Source: an optimization exercise on an open RTL-to-GDS flow (aim: small area, a short achievable clock period and few clock cycles). Production flows keep margins and buffers that such runs may drop.

==> flow/design.v (excerpt) <==
module mandelbrot_engine (
	input logic tb_clk,
	input logic rst_n,
	input logic start,
	input logic [75:0] region,
	input logic [8-1:0] max_iter,
	output logic busy,
	output logic pixel_valid,
	output logic frame_done,
	output logic [23:0] pixel
);
Size in the first run: ~5000 cells after synthesis, roughly 110 I/O pins, roughly 47000 um^2 of cells after synthesis.
Settings: LEC_CHECK=0, ABC_AREA=1, CAP_MARGIN=20, CORE_MARGIN=2, CORE_UTILIZATION=55, CTS_CLUSTER_DIAMETER=100, CTS_CLUSTER_SIZE=24, PLACE_DENSITY=0.7, SLEW_MARGIN=70; clock period 15.0 ns.
standard.sh (not shown) runs the stock make flow with config.mk's settings and CLKGATE_MAP_FILE= SYNTH_SCRIPT=/design/flow/synth_recipe.tcl, a recipe that flattens the netlist after the stock synthesis.
==> flow/flow/run.sh <==
#!/bin/bash
# The standard layout (standard.sh), with two changes: the port buffers
# on buf_2 instead of the default delay buffer, and Yosys's synth run with
# -noabc, so its quick ABC pass does not rewrite the adder trees before ORFS
# extracts full adders (the final ABC mapping still runs). The constraints
# and the clock period are the standard flow's.
set -euo pipefail
export BUFFER_PORTS_ARGS="-buffer_cell sky130_fd_sc_hd__buf_2"
export SYNTH_ARGS="-noabc"
bash standard.sh > standard.log 2>&1
Next try:
--- a/flow/design.v
+++ b/flow/design.v
@@ -75,20 +75,18 @@
 	assign ret_data = {h_x, h_y, (h_e && !mi_small) ? h_k : mi_q};
 	assign pend = ret_req && !ret_ok;
 	assign ins = !h_v || (h_done && ret_ok);
 	assign free = ins;
 	assign take = avail && ins;
 	assign vk = ins ? avail : 1'b1;
-	logic zsel;
-	assign zsel = !h_v || h_done;
-	assign zr = zsel ? (new_in_r ? {{2{new_cr[12]}}, new_cr} : 15'h4000) : h_zr;
-	assign zi = zsel ? (new_in_i ? {{2{new_ci[12]}}, new_ci} : 15'h4000) : h_zi;
-	assign cr = zsel ? new_cr : h_cr;
-	assign ci = zsel ? new_ci : h_ci;
-	assign sr = zsel ? SENT : h_sr;
-	assign si = zsel ? SENT : h_si;
+	assign zr = ins ? (new_in_r ? {{2{new_cr[12]}}, new_cr} : 15'h4000) : h_zr;
+	assign zi = ins ? (new_in_i ? {{2{new_ci[12]}}, new_ci} : 15'h4000) : h_zi;
+	assign cr = ins ? new_cr : h_cr;
+	assign ci = ins ? new_ci : h_ci;
+	assign sr = ins ? SENT : h_sr;
+	assign si = ins ? SENT : h_si;
 	assign xk = ins ? new_x : h_x;
 	assign yk = ins ? new_y : h_y;
 	logic [7:0] kc;
 	assign kc = pend ? h_k : h_k + 8'd1;
 	assign kk = ins ? 8'd1 : kc;
 	assign zr13 = zr[12:0];
@@ -1892,13 +1890,13 @@
 	input logic [8-1:0] max_iter,
 	output logic busy,
 	output logic pixel_valid,
 	output logic frame_done,
 	output logic [23:0] pixel
 );
-	localparam int NU = 2;
+	localparam int NU = 3;
 	logic [55:0] region_q;
 	logic [7:0] mi_q;
 	logic [7:0] mi_m1;
 	logic mi_small;
 	logic idle;
 	logic frame_load;
The new run completed with no timing, DRC or antenna violations.
Area after synthesis goes up by 41%.
Non-clock buffer count grows by 57.
Wire length is higher by 47%.
Critical path depth increases by 6.
Maximum frequency goes down by 8.6%.
First-iteration DRC count climbs by 45%.
Function was not checked in any run of this note: the RTL went through the layout flow alone.

========
== run 2 ==
mandelbrot_engine, a different RTL version from the one above (not shown whole).
Size: ~7700 cells after synthesis, roughly 0.070 mm^2 of cells after synthesis.
==> module pixel_scheduler, before the edit <==
module pixel_scheduler (
	input logic tb_clk,
	input logic rst_n,
	input logic start,
	input logic avail_next,
	input logic any_valid_next,
	output logic busy,
	output logic idle,
	output logic frame_load,
	output logic frame_done
);
	logic run;
	logic run_d;
	logic start_ok;
	logic last;
	assign start_ok = start && !busy;
	assign run_d = idle ? start_ok : (avail_next || any_valid_next);
	always_ff @(posedge tb_clk)
	begin
		if (!rst_n)
		begin
			run <= 1'b0;
			idle <= 1'b1;
			frame_load <= 1'b0;
			last <= 1'b0;
			busy <= 1'b0;
			frame_done <= 1'b0;
		end
		else
		begin
			run <= run_d;
			idle <= !run_d;
			frame_load <= idle && start_ok;
			last <= !idle && !run_d;
			busy <= start_ok || run;
			frame_done <= last;
		end
	end
endmodule
==> module mandelbrot_engine, before the edit <==
module mandelbrot_engine (
	input logic tb_clk,
	input logic rst_n,
	input logic start,
	input logic [75:0] region,
	input logic [8-1:0] max_iter,
	output logic busy,
	output logic pixel_valid,
	output logic frame_done,
	output logic [23:0] pixel
);
	localparam int NU = 3;
	logic [55:0] region_q;
	logic [7:0] mi_q;
	logic [7:0] mi_m1;
	logic mi_small;
	logic idle;
	logic frame_load;
	logic take;
	logic avail;
	logic avail_next;
	logic any_next;
	logic [7:0] map_x;
	logic [7:0] map_y;
	logic [12:0] map_cr;
	logic [12:0] map_ci;
	logic map_in_r;
	logic map_in_i;
	logic [NU-1:0] u_free;
	logic [NU-1:0] u_avail;
	logic [NU-1:0] u_take;
	logic [NU-1:0] u_req;
	logic [NU-1:0] u_ok;
	logic [NU-1:0] u_any;
	logic [23:0] u_data [NU];
	always_ff @(posedge tb_clk)
	begin
		if (idle)
		begin
			region_q <= {region[75:56], region[35:0]};
			mi_q <= max_iter;
		end
	end
	always_ff @(posedge tb_clk)
	begin
		mi_small <= (mi_q[7:1] == 7'd0);
		mi_m1 <= mi_q - 8'd1;
	end
	pixel_scheduler pixel_scheduler_i (
		.tb_clk(tb_clk),
		.rst_n(rst_n),
		.start(start),
		.avail_next(avail_next),
		.any_valid_next(any_next),
		.busy(busy),
		.idle(idle),
		.frame_load(frame_load),
		.frame_done(frame_done)
	);
	plane_mapper plane_mapper_i (
		.tb_clk(tb_clk),
		.rst_n(rst_n),
		.idle(idle),
		.frame_load(frame_load),
		.take(take),
		.origin_im(region[55:36]),
		.region_q(region_q),
		.x(map_x),
		.y(map_y),
		.cr(map_cr),
		.ci(map_ci),
		.in_r(map_in_r),
		.in_i(map_in_i),
		.avail(avail),
		.avail_next(avail_next)
	);
	always_comb
	begin
		for (int u = 0; u < NU; u++)
		begin
			u_avail[u] = avail;
			u_ok[u] = 1'b1;
			for (int v = 0; v < u; v++)
			begin
				if (u_free[v])
					u_avail[u] = 1'b0;
				if (u_req[v])
					u_ok[u] = 1'b0;
			end
		end
	end
	assign take = |u_take;
	assign any_next = |u_any;
	for (genvar u = 0; u < NU; u++)
	begin : unit
		pixel_calculator pixel_calculator_i (
			.tb_clk(tb_clk),
			.rst_n(rst_n),
			.mi_q(mi_q),
			.mi_small(mi_small),
			.mi_m1(mi_m1),
			.avail(u_avail[u]),
			.free(u_free[u]),
			.new_x(map_x),
			.new_y(map_y),
			.new_cr(map_cr),
			.new_ci(map_ci),
			.new_in_r(map_in_r),
			.new_in_i(map_in_i),
			.take(u_take[u]),
			.ret_req(u_req[u]),
			.ret_ok(u_ok[u]),
			.ret_data(u_data[u]),
			.any_next(u_any[u])
		);
	end
	logic [23:0] out_data;
	always_comb
	begin
		out_data = u_data[NU-1];
		for (int u = NU - 2; u >= 0; u--)
		begin
			if (u_req[u])
				out_data = u_data[u];
		end
	end
	logic res_valid;
	logic [23:0] res;
	always_ff @(posedge tb_clk)
	begin
		if (!rst_n)
		begin
			res_valid <= 1'b0;
			pixel_valid <= 1'b0;
		end
		else
		begin
			res_valid <= |u_req;
			pixel_valid <= res_valid;
		end
	end
	always_ff @(posedge tb_clk)
	begin
		res <= out_data;
		pixel <= res;
	end
endmodule
export LEC_CHECK = 0
export ABC_AREA = 1
export CAP_MARGIN = 20
export CORE_MARGIN = 2
export CORE_UTILIZATION = 55
export CTS_CLUSTER_DIAMETER = 100
export CTS_CLUSTER_SIZE = 24
export PLACE_DENSITY = 0.7
export SLEW_MARGIN = 70
create_clock -name core_clock -period 15.0 [get_ports {tb_clk}]
Scripts as last shown in full above: flow/flow/run.sh
Here is what was changed in the inputs of run 5 compared with run 2.
diff --git a/flow/design.v b/flow/design.v
--- a/flow/design.v
+++ b/flow/design.v
@@ -1858,35 +1858,27 @@
 	output logic busy,
 	output logic idle,
 	output logic frame_load,
 	output logic frame_done
 );
-	logic run;
-	logic run_d;
-	logic start_ok;
-	logic last;
-	assign start_ok = start && !busy;
-	assign run_d = idle ? start_ok : (avail_next || any_valid_next);
+	logic busy_d;
+	assign busy_d = idle ? start : (avail_next || any_valid_next);
 	always_ff @(posedge tb_clk)
 	begin
 		if (!rst_n)
 		begin
-			run <= 1'b0;
+			busy <= 1'b0;
 			idle <= 1'b1;
 			frame_load <= 1'b0;
-			last <= 1'b0;
-			busy <= 1'b0;
 			frame_done <= 1'b0;
 		end
 		else
 		begin
-			run <= run_d;
-			idle <= !run_d;
-			frame_load <= idle && start_ok;
-			last <= !idle && !run_d;
-			busy <= start_ok || run;
-			frame_done <= last;
+			busy <= busy_d;
+			idle <= !busy_d;
+			frame_load <= idle && start;
+			frame_done <= !idle && !busy_d;
 		end
 	end
 endmodule
 module mandelbrot_engine (
 	input logic tb_clk,
@@ -1897,11 +1889,11 @@
 	output logic busy,
 	output logic pixel_valid,
 	output logic frame_done,
 	output logic [23:0] pixel
 );
-	localparam int NU = 3;
+	localparam int NU = 2;
 	logic [55:0] region_q;
 	logic [7:0] mi_q;
 	logic [7:0] mi_m1;
 	logic mi_small;
 	logic idle;
@@ -2012,26 +2004,17 @@
 		begin
 			if (u_req[u])
 				out_data = u_data[u];
 		end
 	end
-	logic res_valid;
-	logic [23:0] res;
 	always_ff @(posedge tb_clk)
 	begin
 		if (!rst_n)
-		begin
-			res_valid <= 1'b0;
 			pixel_valid <= 1'b0;
-		end
 		else
-		begin
-			res_valid <= |u_req;
-			pixel_valid <= res_valid;
-		end
+			pixel_valid <= |u_req;
 	end
 	always_ff @(posedge tb_clk)
 	begin
-		res <= out_data;
-		pixel <= res;
+		pixel <= out_data;
 	end
 endmodule
==> comparison <==
Die area in run 5 is 0.038 mm^2 lower than in run 2. Run 5 can be clocked faster than run 2. For the fraction of area in registers, run 5 came in 0.56 points higher than run 2 did. When run 5 is set beside run 2, its aggregate global-route resource usage turns out to be 1.5 points smaller. Relative to run 2, arithmetic-cell share of the synthesized area counting full adders, half adders and majority gates has gone down in run 5. In run 5, the final critical-path share of the clock period came out 1.4 points below the value in run 2. Between run 2 and run 5, the flow reports final wirelength decreasing by more than a quarter. Relative to run 2, the total of clock buffers placed in the layout measured on run 5 has decreased by more than a quarter. Summary of run 5 over run 2: initial core utilization now sits at about the same level; total via count after detailed routing has decreased.
No functional check of the RTL was part of any run of this note.

[afterwards: timing with drivers on the ports]
In the flow no input, the clock included, has a driving cell. The finished layouts below were timed again as built, in two steps. Step 1, drivers: a clkbuf_16 drives tb_clk and a buf_2 each remaining input, both assumed. Step 2 times the ports against the registers' clock, not the clock port: input delays grow and output delays shrink by t, the midpoint of the rising clock arrivals with the driver on. a / b / c = ideal ports / drivers / drivers and shift; a / b = the first two.
run	t (ns)	setup WS [ns]	worst register clock-pin slew, ns
the first run of note 1	0.667	10.056 / 10.056 / 10.056	0.11 / 0.11
the second run of note 1	0.770	9.593 / 9.593 / 9.593	0.11 / 0.11
run 2	0.774	10.602 / 10.521 / 11.071	0.11 / 0.11
run 5	0.673	10.806 / 10.738 / 11.095	0.11 / 0.11
After both steps every run listed still meets setup and hold.
